Background: an optimization exercise with open tools, aiming at small area, a short achievable clock period and few clock cycles per item. Do not read the settings as production practice.
The RTL was checked by simulation tests, not by an equivalence proof against the original design.
Power is estimated from default activity; no workload was simulated.

--- design.v ---
package blist_pkg;
    localparam logic [2:0] CMD_INS_FRONT = 3'd0;
    localparam logic [2:0] CMD_INS_BACK  = 3'd1;
    localparam logic [2:0] CMD_INS_AT    = 3'd2;
    localparam logic [2:0] CMD_RM_FRONT  = 3'd3;
    localparam logic [2:0] CMD_RM_BACK   = 3'd4;
    localparam logic [1:0] ST_OK    = 2'd0;
    localparam logic [1:0] ST_RANGE = 2'd1;
    localparam logic [1:0] ST_EMPTY = 2'd2;
    localparam logic [1:0] ST_FULL  = 2'd3;
endpackage
module blist_ctrl
(
    input  logic clk,
    input  logic rst_n,
    input  logic in_valid,
    output logic in_ready,
    output logic out_valid,
    input  logic out_ready,
    output logic go         
);
    logic out_valid_reg;
    assign in_ready  = !out_valid_reg || out_ready;
    assign go        = in_valid && in_ready;
    assign out_valid = out_valid_reg;
    always_ff @(posedge clk or negedge rst_n)
    begin
        if (!rst_n)
            out_valid_reg <= 1'b0;
        else if (in_ready)
            out_valid_reg <= in_valid;
    end
endmodule
import blist_pkg::*;
module blist_dp
(
    input  logic               clk,
    input  logic               rst_n,
    input  logic               go,
    input  logic [2:0]         command,
    input  logic signed [31:0] value,
    input  logic [4:0]         position,
    output logic [1:0]         status,
    output logic [4:0]         size,
    output logic               is_empty,
    output logic signed [31:0] front_value,
    output logic signed [31:0] back_value
);
    logic [31:0] ent [16];
    logic [31:0] back_reg;
    logic [4:0]  count_reg;
    logic        empty_reg;    
    logic        one_reg;      
    logic        full_reg;     
    logic [1:0]  status_reg;
    logic is_if, is_ib, is_ia, is_rf, is_rb, is_ins, is_rm;
    logic range_bad, ins_ok, rm_ok, new_empty;
    logic [4:0] count_next;
    logic [15:0] cnt_eq;       
    logic [15:0] pos_eq;       
    logic [15:0] pos_lt;       
    assign is_if  = (command == CMD_INS_FRONT);
    assign is_ib  = (command == CMD_INS_BACK);
    assign is_ia  = (command == CMD_INS_AT);
    assign is_rf  = (command == CMD_RM_FRONT);
    assign is_rb  = (command == CMD_RM_BACK);
    assign is_ins = is_if || is_ib || is_ia;
    assign is_rm  = is_rf || is_rb;
    always_comb
    begin
        for (int i = 0; i < 16; i++)
        begin
            cnt_eq[i] = (count_reg == 5'(i));
            pos_eq[i] = (position == 5'(i));
            pos_lt[i] = (position < 5'(i));
        end
    end
    assign range_bad = is_ia && (position > count_reg);
    assign ins_ok    = is_ins && !range_bad && !full_reg;
    assign rm_ok     = is_rm && !empty_reg;
    always_comb
    begin
        count_next = count_reg;
        if (ins_ok)
            count_next = count_reg + 5'd1;
        else if (rm_ok)
            count_next = count_reg - 5'd1;
    end
    assign new_empty = (empty_reg && !(is_if || is_ib || (is_ia && pos_eq[0])))
                    || (one_reg && is_rm);
    logic [15:0] sel_r, sel_l, sel_v, sel_h;
    always_comb
    begin
        for (int i = 0; i < 16; i++)
        begin
            sel_r[i] = go && (i > 0) && !full_reg && (is_if || (is_ia && pos_lt[i]));
            sel_v[i] = go && !full_reg && ((is_if && (i == 0)) || (is_ib && cnt_eq[i])
                                           || (is_ia && pos_eq[i]));
            sel_l[i] = go && (i < 15) && is_rf && !((i == 0) && new_empty);
            sel_h[i] = !(sel_r[i] || sel_v[i] || sel_l[i] || ((i == 0) && go && new_empty));
        end
    end
    always_ff @(posedge clk)
    begin
        for (int i = 0; i < 16; i++)
            ent[i] <= ({32{sel_r[i]}} & ent[(i + 15) % 16])
                    | ({32{sel_l[i]}} & ent[(i + 1) % 16])
                    | ({32{sel_v[i]}} & value)
                    | ({32{sel_h[i]}} & ent[i]);
    end
    logic [31:0] second_last;
    logic        bk_v, bk_m, bk_h;
    always_comb
    begin
        second_last = '0;
        for (int i = 0; i < 14; i++)
            second_last = second_last | ({32{cnt_eq[i + 2]}} & ent[i]);
        second_last = second_last | ({32{full_reg}} & ent[14]);
    end
    assign bk_v = go && !full_reg && (is_ib || (is_if && empty_reg)
                                      || (is_ia && (position == count_reg)));
    assign bk_m = go && is_rb && !empty_reg && !one_reg;
    assign bk_h = !(bk_v || bk_m || (go && new_empty));
    always_ff @(posedge clk)
    begin
        back_reg <= ({32{bk_v}} & value)
                  | ({32{bk_m}} & second_last)
                  | ({32{bk_h}} & back_reg);
        if (go)
            status_reg <= range_bad ? ST_RANGE
                        : (is_ins && full_reg) ? ST_FULL
                        : (is_rm && empty_reg) ? ST_EMPTY : ST_OK;
    end
    always_ff @(posedge clk or negedge rst_n)
    begin
        if (!rst_n)
        begin
            count_reg <= '0;
            empty_reg <= 1'b1;
            one_reg   <= 1'b0;
            full_reg  <= 1'b0;
        end
        else if (go)
        begin
            count_reg <= count_next;
            empty_reg <= new_empty;
            one_reg   <= (count_next == 5'd1);
            full_reg  <= (count_next == 5'd16);
        end
    end
    assign status      = status_reg;
    assign size        = count_reg;
    assign is_empty    = empty_reg;
    assign front_value = ent[0];
    assign back_value  = back_reg;
endmodule
module bounded_ordered_list
(
    input  logic               clk,
    input  logic               rst_n,
    input  logic               in_valid,
    output logic               in_ready,
    input  logic [2:0]         command,
    input  logic signed [31:0] value,
    input  logic [4:0]         position,
    output logic               out_valid,
    input  logic               out_ready,
    output logic [1:0]         status,
    output logic [4:0]         size,
    output logic               is_empty,
    output logic signed [31:0] front_value,
    output logic signed [31:0] back_value
);
    logic go;
    blist_ctrl u_ctrl (
        .clk       (clk),
        .rst_n     (rst_n),
        .in_valid  (in_valid),
        .in_ready  (in_ready),
        .out_valid (out_valid),
        .out_ready (out_ready),
        .go        (go)
    );
    blist_dp u_dp (
        .clk         (clk),
        .rst_n       (rst_n),
        .go          (go),
        .command     (command),
        .value       (value),
        .position    (position),
        .status      (status),
        .size        (size),
        .is_empty    (is_empty),
        .front_value (front_value),
        .back_value  (back_value)
    );
endmodule
--- constraint.sdc ---
create_clock -name core_clock -period 5.0 [get_ports {clk}]
set_input_delay 1.0000 -clock core_clock [delete_from_list [all_inputs] [get_ports {clk}]]
set_output_delay 1.0000 -clock core_clock [all_outputs]
set_load 0.01 [all_outputs]
--- config.mk ---
export PLATFORM = sky130hd
export DESIGN_NAME = bounded_ordered_list
export DESIGN_NICKNAME = bounded_ordered_list
export VERILOG_FILES = /design/flow/design.v
export SDC_FILE = /design/flow/constraint.sdc
export NUM_CORES = 4
export LEC_CHECK = 0
export CAP_MARGIN = 20
export CORE_MARGIN = 2
export CORE_UTILIZATION = 40
export SLEW_MARGIN = 20
--- run.sh ---
#!/bin/bash
# synth_recipe.tcl (not shown) runs the flow's synth.tcl, then flattens the netlist and writes it again
# the make line also repeats each setting of config.mk as NAME=value (left out here)
make -C /OpenROAD-flow-scripts/flow DESIGN_CONFIG=/design/flow/config.mk WORK_HOME=/design/flow/orfs CLKGATE_MAP_FILE= SYNTH_SCRIPT=/design/flow/synth_recipe.tcl finish
==> metrics list, run 1 <==
- The H-tree generated during clock tree synthesis spans 2 levels.
- The number of max-slew violations in the final report is 0.
- Number of enable flip-flop cells after synthesis: 2
- The number of hold-slack violations in the final timing report came to 0.
- Buffers inserted to repair hold after CTS numbered 0.
- Post-synth design cell area: 0.0261 sq mm
- Critical path cell sequence: clkdlybuf4s50_1 -> nor3b_2 -> a21oi_1 -> nor2_4 -> buf_4 -> a22o_1 -> a221o_1
- Total congestion overflow: 0
- Once layout is complete, the utilization of the core stands at 0.474.
- The floorplan step defined a die boundary enclosing 0.0674 sq mm.
* Maximum number of pins on one net before global-route repair: 159
- Summing internal, switching and leakage power gives 18.2 mW.
- Sequential fraction of the synthesis area: 0.428
- Fmax: 0.265 GHz
- The final layout contains routed wiring with a total length of 128,000 um.
* Count of vias placed by the detailed router: 28,278
* Count of instances resized after the clock tree is built: 0
- Boundary Pins: 118
- Buffer type at the clock tree root: clkbuf_16
- The critical path crosses 7 cells after its start point.
- The initial antenna violation count was 8.
* Register-to-register path setup slack: 1.29 ns
- In this run the horizontal extent of the chip is 260 um.
- PwrDens: 596 mW/mm^2
- Post-CTS setup buffers: 0
- The floorplan step set the die height to 260 um.
- The core region is 0.0645 sq mm.
- Max_slew headroom: 0.175
* Most used flip-flop cell after synthesis: dfxtp_1
- Yosys warning total: 3
- The number of global-route vias before repair came to 26,049.
- Per-instance average area after synthesis: 8.78 sq um
- Maxcap violations: 0
* Reg2reg start: u_dp.count_reg[4]
* Critical Path End Type: register
- Count of distinct cell types in the synthesized netlist: 75
- FF+latch count, synth: 555
* Global-route wire length before repair: 182,000 um
* Clock tree buffer depth: 3
- Number of nets at the end of the flow: 2,987
- In this design, the largest share of critical-path delay is due to simple AND/OR/NAND/NOR gates.
* Drt drc: 0
- Post-route antenna net violation count: 0
- Dividing the detail-routed wire length by the instance count gives 33.3 um.
- Required time of the critical path: 5.59 ns
* Detailed placement HPWL: 74,400 um
* Number of flip-flops under the largest register name: 512
- Overall routing resource usage: 0.364
- Setup violations, final: 0
- FF-to-FF End: u_dp.back_reg[1]
- For this run, asynchronously set or reset flops after synthesis account for 0.0162.
- Synthesis handed over a netlist of 2,974 instances.
- TritonCTS built the clock tree.
* Synthesized netlist net count: 3,029
- The worst setup path is of the in2reg kind.
- In this run the static leakage power is 12.1 nW.
- Clock buffers created by TritonCTS: 60
- The worst hold path passes through 2 cells.
- Rows: 93
* Final Cell Area: 0.0306 sq mm
- After layout, the minimum clock period comes to 3.77 ns.
* Transition time at the pin with the least slew margin: 1.24 ns
- Using the TritonRoute via totals, the vias-per-cell ratio works out to 7.37.
* Placed standard-cell area: 0.0286 sq mm
* Maximum clock skew at final layout: 0.0275 ns
- Final TNS setup: 0 ns
- Data arrival time of the worst path: 4.36 ns
- Port buffering added 117 buffers.
- 1st-pass router iterations: 11
- STA classifies the critical path startpoint as an input pin.
* Clock Sinks: 555
- Cell with the largest stage delay on the worst path: nor3b_2
- Across the VDD grid, the largest voltage drop is 0.000258 V.
- Endpoint with the worst hold slack: u_dp.ent[15][31]
- From synthesis to final layout, the design area changed by 17.1%.
- In the final layout, the share of cells above drive strength 1 is 0.100.
- Clk pin slew, worst setup/hold paths: 0.06 ns
- Effective utilization at floorplan: 0.405
- In the finished design, the share of the clock period the worst path needs comes to 0.754.
- R2R depth: 7
* Starting DRC count in detailed routing: 7,820
- Run status: no timing/DRC/antenna violations
* Class of the worst hold path: reg2reg
- Setup repair after global routing left no endpoint under its margin.
- In this run the most critical hold path is launched from u_dp.ent[15][31].
* Weighted congestion at the end of routability-driven global placement: 0.946
* Skew-Pair Late Insertion Delay: 0.66 ns
- Bufs and invs on worst path: 2
* Peak fanout along the critical path: 24
- Slowest Stage Delay on Critical Path: 1.00 ns
## layout by cell type (no fill, tap or decap), types with 7 or more instances in the layout
cell,n
buf_4,111
clkdlybuf4s50_1,117
a21oi_4,20
inv_1,45
buf_12,12
o21ai_0,57
mux2i_1,39
and3_1,7
dfxtp_1,544
o211ai_1,9
clkbuf_8,14
nor3_2,15
a22oi_1,129
a21oi_1,36
ha_1,10
clkinv_2,7
clkbuf_16,61
nand2b_1,8
nand2_1,812
clkbuf_1,17
a222oi_1,390
nor2_4,10
o22ai_1,13
a221oi_1,22
a31oi_1,19
nor3_1,8
nor4bb_4,7
nor2_1,32
nand3_1,8
a221o_1,129
a22o_1,133
## synth_stat cells (7+ instances only)
library cell | instances | area share
nand2_1 | 812 | 0.12
dfxtp_1 | 544 | 0.42
a222oi_1 | 390 | 0.15
clkbuf_1 | 291 | 0.042
a22o_1 | 133 | 0.045
a221o_1 | 129 | 0.049
a22oi_1 | 129 | 0.037
o21ai_0 | 57 | 0.011
a21oi_1 | 54 | 0.010
buf_2 | 51 | 0.0098
inv_1 | 45 | 0.0065
nor2_1 | 41 | 0.0059
mux2i_1 | 39 | 0.015
nor3_1 | 23 | 0.0044
a221oi_1 | 22 | 0.0074
a31oi_1 | 19 | 0.0046
o22ai_1 | 13 | 0.0031
ha_1 | 11 | 0.0053
o211ai_1 | 9 | 0.0026
and3_1 | 8 | 0.0019
dfrtp_1 | 8 | 0.0077
nand2b_1 | 8 | 0.0019
nand3_1 | 8 | 0.0015
nor2b_1 | 8 | 0.0019
nor4bb_1 | 8 | 0.0031
a211oi_1 | 7 | 0.0020
## worst min-delay path: stages (launching register included)
cell	delay, ns
dfxtp_1	0.31
nand2_1	0.05
nand2_1	0.04
## cell type report
type | instances | area (sq um)
fill | 6032 | 33900
multi-input combinational | 2028 | 13900
sequential | 555 | 11200
timing repair buffer | 241 | 2260
clock buffer | 92 | 1780
tap | 855 | 1070
clock inverter | 16 | 176
inverter | 46 | 173
antenna | 3 | 7.51
## logic make-up after synthesis
| logic type | synth area share |
|---|---|
| adders and majority gates | 0.00527 |
| muxes | 0.0180 |
| AOI/OAI and AO/OA | 0.340 |
| and+or+nand+nor | 0.149 |
| buffers and inverters | 0.0586 |
| DFF | 0.428 |
| xor gates and xnor gates | 0.00134 |
## metal layers
| layer | routed length, um | vias up | GRT usage |
|---|---|---|---|
| met5 | 100 | - | 0 |
| met4 | 8030 | 10 | 0.204 |
| met3 | 20400 | 557 | 0.128 |
| met2 | 52400 | 2611 | 0.520 |
| met1 | 46900 | 13487 | 0.473 |
| li1 | - | 11613 | - |
## worst max path at each step
stage	startpoint	to	slack [ns]
detailed placement	command[0]	u_dp.ent[9][14]	0.78
CTS	command[2]	u_dp.back_reg[4]	1.41
floorplan	command[0]	u_dp.ent[14][10]	2.13
global route	command[0]	u_dp.ent[9][25]	1.13
global placement	command[2]	u_dp.back_reg[2]	0.85
finish	command[0]	u_dp.ent[9][0]	1.23
## power by group
group	internal (mW)	switching [mW]	leakage, nW
clock network	2.60	1.94	0.965
logic	2.11	3.02	6.60
registers	6.28	2.29	4.57
## metrics by stage
step,hold slack [ns],std cells,setup slack [ns]
2_1_floorplan,0.422,2974,2.13
3_3_place_gp,0.429,3724,0.847
3_5_place_dp,0.435,3724,0.782
4_1_cts,0.445,3832,1.41
5_1_grt,0.459,3834,1.13
6_report,0.447,3836,1.23
Testbench counts, summed over its fixed seeds: cycles 16,008, items 16,000.
==> run 2, diff against run 1 <==
--- a/config.mk
+++ b/config.mk
@@ -6,6 +6,10 @@
 export NUM_CORES = 4
 export LEC_CHECK = 0
 export CAP_MARGIN = 20
+export CELL_PAD_IN_SITES_DETAIL_PLACEMENT = 1
+export CELL_PAD_IN_SITES_GLOBAL_PLACEMENT = 1
 export CORE_MARGIN = 2
 export CORE_UTILIZATION = 40
+export SETUP_SLACK_MARGIN = 3.0
 export SLEW_MARGIN = 20
+export TNS_END_PERCENT = 100
==> run 2 against run 1 <==
Net effect:
- the run now fails in global routing (5_1_grt)
- synthesized cell count is the same
- area after synthesis is the same
==> metrics list, run 2 <==
- Total congestion overflow: 4
- In the global route stage, overall resource usage came out at 0.718.
* Synthesized netlist net count: 3,029
- Sequential fraction of the synthesis area: 0.428
- The initial utilization of the core area, before any placement, comes to 0.405.
- Kind of the worst endpoint: sequential cell input
- Yosys instantiated no cell more often than nand2_1.
- Yosys top cell area share: 0.417
* Die X-Extent: 260 um
* Worst endpoint, post-GRT repair: u_dp.back_reg[28]$_DFF_P_/D
- Clock buffers created by TritonCTS: 61
* Per-instance average area after synthesis: 8.78 sq um
- In this run the cell area of the synthesized design comes to 0.0261 sq mm.
- Synthesis instantiated 75 different standard cells from the library.
- Synth area leaders: dfxtp_1, a222oi_1, nand2_1
* Run status: aborted with a tool error
- The most used flip-flop cell after synthesis is dfxtp_1.
- The H-tree was split into 2 levels.
- Rows: 93
- Detailed placement HPWL: 82,100 um
- The initial antenna violation count came to 44.
- Maximum number of pins on one net before global-route repair: 107
* Placed standard-cell area: 0.0289 sq mm
* Number of enable flip-flop cells after synthesis: 2
- Chip Height: 260 um
* Clock tree buffer depth: 3
* Gate count of the mapped netlist: 2,974
- Weighted congestion at the end of routability-driven global placement: 0.870
* Number of port buffers: 117
* Cell types with the highest counts after synthesis: nand2_1, dfxtp_1, a222oi_1
- Share of async-settable or async-resettable flops after synthesis: 0.0162
* Stage at which the run stopped: global routing (5_1_grt)
* FF+latch count, synth: 555
- CTS saw 555 sinks.
- At the placement stage, the worst setup path has a slack of 0.650 ns.
- Buffer type at the clock tree root: clkbuf_16
* First reported error: [ERROR GRT-0232] Routing congestion too high. Check the congestion heatmap in the GUI.
- Hold bufs inserted after CTS: 0
* Yosys warning total: 3
- During I/O placement, the number of pins put on the boundary was 118.
- dfxtp_1 takes more of the synthesized area than any other cell.
==> run 2: cell counts after synthesis <==
Identical to the previous run, type by type.
==> run 2: cells by family after synthesis <==
| family | Yosys count | synth area share |
|---|---|---|
| compound gates | 1014 | 0.340 |
| simple gates | 955 | 0.149 |
| flops | 555 | 0.428 |
| buf+inv | 391 | 0.0586 |
| mux | 44 | 0.0180 |
| fa+ha+maj | 11 | 0.00527 |
| xor+xnor | 4 | 0.00134 |
==> run 2: worst max-delay path by stage <==
stage,start,end
detailed placement,command[0],u_dp.ent[13][25]
CTS,u_dp.count_reg[2],u_dp.back_reg[1]
global placement,command[0],u_dp.ent[1][31]
floorplan,command[0],u_dp.ent[14][10]
==> run 2: metal layers <==
metal,GRT overflow,GRT usage
met5,0,0.369
met4,3,0.643
met3,0,0.591
met2,1,0.864
met1,0,0.737
==> run 2: through the flow <==
step | total power [mW] | std cells | util
floorplan | 10.8 | 2974 | -
global placement | 13.6 | 3731 | 0.448
CTS | 21.0 | 4242 | 0.608
detailed placement | 13.8 | 3732 | 0.448
==> run 2: power groups by stage <==
stage / Sequential (mW) / Clock [mW] / Combinational, mW
floorplan: 7.79 / 0 / 2.97
global placement: 8.47 / 0 / 5.11
detailed placement: 8.54 / 0 / 5.29
CTS: 8.46 / 4.60 / 7.92
==> run 2: repair_timing <==
| action | 4_1_cts |
|---|---|
| resized for setup | 1194 |
| pin swaps | 353 |
| setup buffers | 314 |
| setup endpoints to repair | 628 |
| cloned | 92 |

[separate check: timing with driven ports]
The flow's constraints put no driver on any port. The routed layout listed below was extracted and timed again, unchanged, in two steps. Step 1 assumes that a clkbuf_16 drives the clock port and a buf_2 every other input. Step 2 adds t to the input delays and takes it off the output delays; t is the mean of the earliest and latest rising clock arrival at the registers after step 1. Input paths then give back, and output paths get back, about the clock's delay inside the block. a / b / c = no drivers / after step 1 / after step 2; a / b = the first two.
run: run 1
t (ns): 0.708
setup slack, ns: 1.228 / 1.261 / 0.552
worst setup path at the end: input to register
After both steps run 1 still meets setup and hold. The setup slack of run 1 moves by +0.033 ns with the drivers and by -0.676 ns with both steps.
